This design comes from an exercise in tuning for small area, a short achievable clock period and few clock cycles on the open sky130 flow, not from production work. The RTL was checked by simulation tests, not by an equivalence proof against the original design. Power is estimated from default activity; no workload was simulated.

<file path="flow/config.mk">
export PLATFORM = sky130hd
export DESIGN_NAME = dcache_sa
export DESIGN_NICKNAME = dcache_sa
export VERILOG_FILES = /design/flow/design.v
export SDC_FILE = /design/flow/constraint.sdc
export NUM_CORES = 4
export LEC_CHECK = 0
export ABC_CLOCK_PERIOD_IN_PS = 2500
export CAP_MARGIN = 20
export CORE_MARGIN = 2
export CORE_UTILIZATION = 50
export MIN_ROUTING_LAYER = met2
export SETUP_SLACK_MARGIN = 4.4
export SLEW_MARGIN = 20
</file>
<file path="flow/constraint.sdc">
create_clock -name core_clock -period 8.0 [get_ports {clk}]
set_input_delay 1.6000 -clock core_clock [delete_from_list [all_inputs] [get_ports {clk}]]
set_output_delay 1.6000 -clock core_clock [all_outputs]
set_load 0.01 [all_outputs]
</file>
<file path="flow/design.v">
module dcache_sa (
    input  logic        clk,
    input  logic        rst,
    input  logic [31:0] addr,
    input  logic        rd_req,
    input  logic        wr_req,
    input  logic [31:0] wr_data,
    output logic [31:0] rd_data,
    output logic        miss,
    output logic        mem_req,
    output logic        mem_we,
    output logic [31:0] mem_addr,
    output logic [31:0] mem_wdata,
    input  logic [31:0] mem_rdata,
    input  logic        mem_ack,
    output logic [31:0] hit_count,
    output logic [31:0] miss_count
);
    logic [63:0][31:0] dmem;
    logic [1:0][3:0][9:0] tagMem;
    logic [1:0][3:0]   valid, dirty;
    logic [3:0]        mru;             
    logic sIdle, sHit, sXfer, sDone;
    logic cmpl;                         
    logic [2:0] cnt;
    logic       we_r;                   
    logic [9:0] xferTag;
    logic       vicWay, hitWay;
    logic [1:0] wbSel;                  
    logic [1:0] set_r;
    logic [2:0] word_r;
    logic [9:0] tag_r;
    logic       isWr;
    logic       missInc;
    logic [31:0] rdReg, wdReg;
    logic [7:0]  nxtOH;                 
    logic [31:0] hitCount, missCount;
    logic [9:0] tagIn;
    logic [1:0] setIn;
    logic [2:0] wordIn;
    logic       req;
    assign tagIn  = addr[16:7];
    assign setIn  = addr[6:5];
    assign wordIn = addr[4:2];
    assign req    = rd_req | wr_req;
    logic [1:0] hitw;
    logic       hit;
    always_comb begin
        for (int w = 0; w < 2; w++) begin
            hitw[w] = 1'b0;
            for (int s = 0; s < 4; s++)
                if (setIn == 2'(s) && valid[w][s] && tagMem[w][s] == tagIn)
                    hitw[w] = 1'b1;
        end
    end
    assign hit = |hitw;
    logic [3:0] vicOf, vicDirtyOf;
    logic [9:0] vicTagOf [4];
    always_comb
        for (int s = 0; s < 4; s++) begin
            vicOf[s]      = !valid[0][s] ? 1'b0 : !valid[1][s] ? 1'b1 : !mru[s];
            vicDirtyOf[s] = vicOf[s] ? (valid[1][s] && dirty[1][s]) : (valid[0][s] && dirty[0][s]);
            vicTagOf[s]   = vicOf[s] ? tagMem[1][s] : tagMem[0][s];
        end
    logic [1:0]  psel;
    logic [7:0]  pword;
    logic [31:0] pw [2];
    logic [31:0] portOut;
    assign psel  = hitw | wbSel;
    assign pword = sXfer ? nxtOH : 8'(1) << wordIn;
    always_comb
        for (int w = 0; w < 2; w++) begin
            pw[w] = '0;
            for (int s = 0; s < 4; s++)
                for (int k = 0; k < 8; k++)
                    if (setIn == 2'(s) && pword[k])
                        pw[w] = pw[w] | dmem[w*32 + s*8 + k];
        end
    assign portOut = (pw[0] & {32{psel[0]}}) | (pw[1] & {32{psel[1]}});
    logic [31:0] wb0;
    always_comb begin
        wb0 = '0;
        for (int s = 0; s < 4; s++)
            if (setIn == 2'(s))
                wb0 = wb0 | dmem[(vicOf[s] ? 32 : 0) + s*8];
    end
    assign rd_data    = rdReg;
    assign miss       = !cmpl;
    assign mem_req    = sXfer;
    assign mem_we     = we_r;
    assign mem_addr   = {15'd0, xferTag, set_r, cnt, 2'b00};
    assign mem_wdata  = wdReg;
    assign hit_count  = hitCount;
    assign miss_count = missCount;
    logic xferAck, lastWord;
    assign xferAck  = sXfer && mem_ack;
    assign lastWord = cnt == 3'd7;
    always_ff @(posedge clk) begin
        if (rst) begin
            sIdle     <= 1'b1;
            sHit      <= 1'b0;
            sXfer     <= 1'b0;
            sDone     <= 1'b0;
            cmpl      <= 1'b0;
            wbSel     <= '0;
            missInc   <= 1'b0;
            hitCount  <= '0;
            missCount <= '0;
            valid     <= '0;
            dirty     <= '0;
            mru       <= '0;
        end else begin
            missInc <= 1'b0;
            missCount <= missCount + 32'(missInc);
            if (sIdle && req) begin
                sIdle   <= 1'b0;
                sHit    <= hit;
                sXfer   <= !hit;
                cmpl    <= hit;
                missInc <= !hit;
                wbSel   <= hit || !vicDirtyOf[setIn] ? 2'b00 : (vicOf[setIn] ? 2'b10 : 2'b01);
            end
            if (sHit) begin
                sHit     <= 1'b0;
                sIdle    <= 1'b1;
                cmpl     <= 1'b0;
                hitCount <= hitCount + 32'd1;
                for (int t = 0; t < 4; t++)
                    if (set_r == 2'(t))
                        mru[t] <= hitWay;
                if (isWr)
                    for (int w = 0; w < 2; w++)
                        for (int t = 0; t < 4; t++)
                            if (hitWay == 1'(w) && set_r == 2'(t))
                                dirty[w][t] <= 1'b1;
            end
            if (xferAck) begin
                if (we_r) begin
                    if (lastWord)
                        wbSel <= '0;
                end else begin
                    if (lastWord) begin
                        sXfer <= 1'b0;
                        sDone <= 1'b1;
                        cmpl  <= 1'b1;
                    end
                end
            end
            if (sDone) begin
                sDone    <= 1'b0;
                sIdle    <= 1'b1;
                wbSel    <= '0;
                cmpl     <= 1'b0;
                hitCount <= hitCount + 32'd1;
                for (int w = 0; w < 2; w++)
                    for (int t = 0; t < 4; t++)
                        if (set_r == 2'(t)) begin
                            mru[t] <= vicWay;
                            if (vicWay == 1'(w)) begin
                                valid[w][t] <= 1'b1;
                                dirty[w][t] <= isWr;
                            end
                        end
            end
        end
    end
    always_ff @(posedge clk) begin
        if (sIdle) begin
            set_r   <= setIn;
            word_r  <= wordIn;
            tag_r   <= tagIn;
            isWr    <= wr_req;
            hitWay  <= hitw[1];
            vicWay  <= vicOf[setIn];
            we_r    <= vicDirtyOf[setIn];
            xferTag <= vicDirtyOf[setIn] ? vicTagOf[setIn] : tagIn;
            cnt     <= '0;
            nxtOH   <= 8'b10;
            rdReg   <= portOut;
            wdReg   <= wb0;
        end
        if (xferAck) begin
            cnt   <= cnt + 3'd1;
            nxtOH <= {nxtOH[6:0], nxtOH[7]};
            if (we_r) begin
                wdReg <= portOut;
                if (lastWord) begin
                    we_r    <= 1'b0;
                    xferTag <= tag_r;
                end
            end else begin
                if (cnt == word_r)
                    rdReg <= mem_rdata;
            end
        end
        if (sDone)
            for (int w = 0; w < 2; w++)
                for (int t = 0; t < 4; t++)
                    if (vicWay == 1'(w) && set_r == 2'(t))
                        tagMem[w][t] <= tag_r;
    end
    logic        fill;
    logic        wen;
    logic        wWay;
    logic [2:0]  wWord;
    logic [31:0] wData;
    assign fill  = xferAck && !we_r;
    assign wen   = fill || (sHit && isWr);
    assign wWay  = sXfer ? vicWay : hitWay;
    assign wWord = sXfer ? cnt : word_r;
    assign wData = sXfer && !(isWr && cnt == word_r) ? mem_rdata : wr_data;
    always_ff @(posedge clk)
        for (int w = 0; w < 2; w++)
            for (int s = 0; s < 4; s++)
                for (int k = 0; k < 8; k++)
                    if (wen && wWay == 1'(w) && set_r == 2'(s) && wWord == 3'(k))
                        dmem[w*32 + s*8 + k] <= wData;
endmodule
</file>
<file path="flow/run.sh">
#!/bin/bash
# synth_recipe.tcl (not shown) runs the flow's synth.tcl, then flattens the netlist and writes it again
# the make line also repeats each setting of config.mk as NAME=value (left out here)
make -C /OpenROAD-flow-scripts/flow DESIGN_CONFIG=/design/flow/config.mk WORK_HOME=/design/flow/orfs CLKGATE_MAP_FILE= SYNTH_SCRIPT=/design/flow/synth_recipe.tcl finish
</file>
==> flow_summary.yaml <==
global_route:
  grt_max_degree: 90
  grt_pass1_wl_mm: 616.2
  grt-ovfl-total: 121
  grt_pass1_vias: 92240
  grtUsageTotal_pct: 70.30
synthesis:
  syn_area_um2: 92090
  ys.flop_type: "edfxtp_1"
  synth_edf_count: 2157
  ys_ff_latch: 2324
  synth_area_per_cell_um2: 15.63
  synth_cells: 5891
  yosysSeqAreaShare_pct: 73.97
  async_flop_share_pct: 0
  synth_cell_type_count: 93
  yosys_warnings: 3
clock_tree:
  htree_levels: 4
  cts_buffer_depth: 3
  clock_sinks: 2324
  cts-buffers-inserted: 229
  cts_root_buffer: "clkbuf_16"
place:
  place_congestion: 1.049
  hpwl_mm: 222.1
  port_buffers: 229
  numPlacedInstances: 8454
  pre_cts_ws_ns: 1.651
die:
  die_w_um: 433.2
  rows: 157
  die_h_um: 433.2
  initial_core_util_pct: 50.30
  io_pins: 264
status:
  tool.error: "[ERROR GRT-0116] Global routing finished with congestion. Check the congestion regions in the DRC Viewer."
  lastStage: "5_1_grt"
  status: "did not finish"
## per-layer routing
metal / global-route usage, % / overflow
met1: - / -
met2: 75.17 / 2
met3: 78.28 / 94
met4: 49.45 / 3
met5: 56.52 / 22
## Yosys cell counts (all sizes together) (47+ instances only)
library cell / number / area share [%]
nand4: 47 / 0.32
nor2: 294 / 1.2
edfxtp: 2157 / 70
clkbuf: 142 / 0.58
buf: 282 / 1.8
a21oi: 279 / 1.6
a31oi: 57 / 0.39
a22oi: 283 / 2.3
dfxtp: 167 / 3.6
a221oi: 166 / 1.6
nand3: 146 / 0.79
a22o: 60 / 0.57
a222oi: 87 / 0.95
xor2: 112 / 1.1
and3: 74 / 0.50
nand2: 252 / 1.1
o22ai: 131 / 0.89
mux2i: 281 / 3.1
o21ai: 212 / 1.2
nor3: 94 / 0.51
mux2: 81 / 0.99
## cell families after synthesis
kind of cell | share of synthesized area [%]
multiplexers | 4.705
other | 0.004072
buffers and inverters | 2.398
flip-flops | 73.97
XOR/XNOR | 1.236
AND/OR/NAND/NOR | 5.697
AO/OA/AOI/OAI | 11.92
adder cells (fa/ha/maj) | 0.06794
## what timing repair did
action / in CTS
pin swaps: 89
endpoints found under the setup margin: 2127
hold buffers: 0
resized for setup: 293
setup buffers: 190
cloned: 28
## stage by stage
| step | area (um2) | total power, uW |
|---|---|---|
| 2_1_floorplan | 92220 | 14800 |
| 4_1_cts | 109900 | 26310 |
| 3_5_place_dp | 98800 | 15790 |
| 3_3_place_gp | 98620 | 15770 |
## power by group through the flow
stage	Combinational [uW]	Sequential, uW	Clock, uW
detailed placement	1970	13800	0
floorplan	996	13800	0
global placement	1950	13800	0
CTS	2190	13600	10600
## worst max path at each step
stage                        from        end  depth (start not counted)
after floorplan           mem_ack  dmem[256]                          6
after global placement    addr[3]  rdReg[20]                         10
after detailed placement  addr[3]  rdReg[20]                         10
after CTS                 addr[6]  rdReg[20]                         10
Testbench counts, summed over its fixed seeds: cycles 204,752.
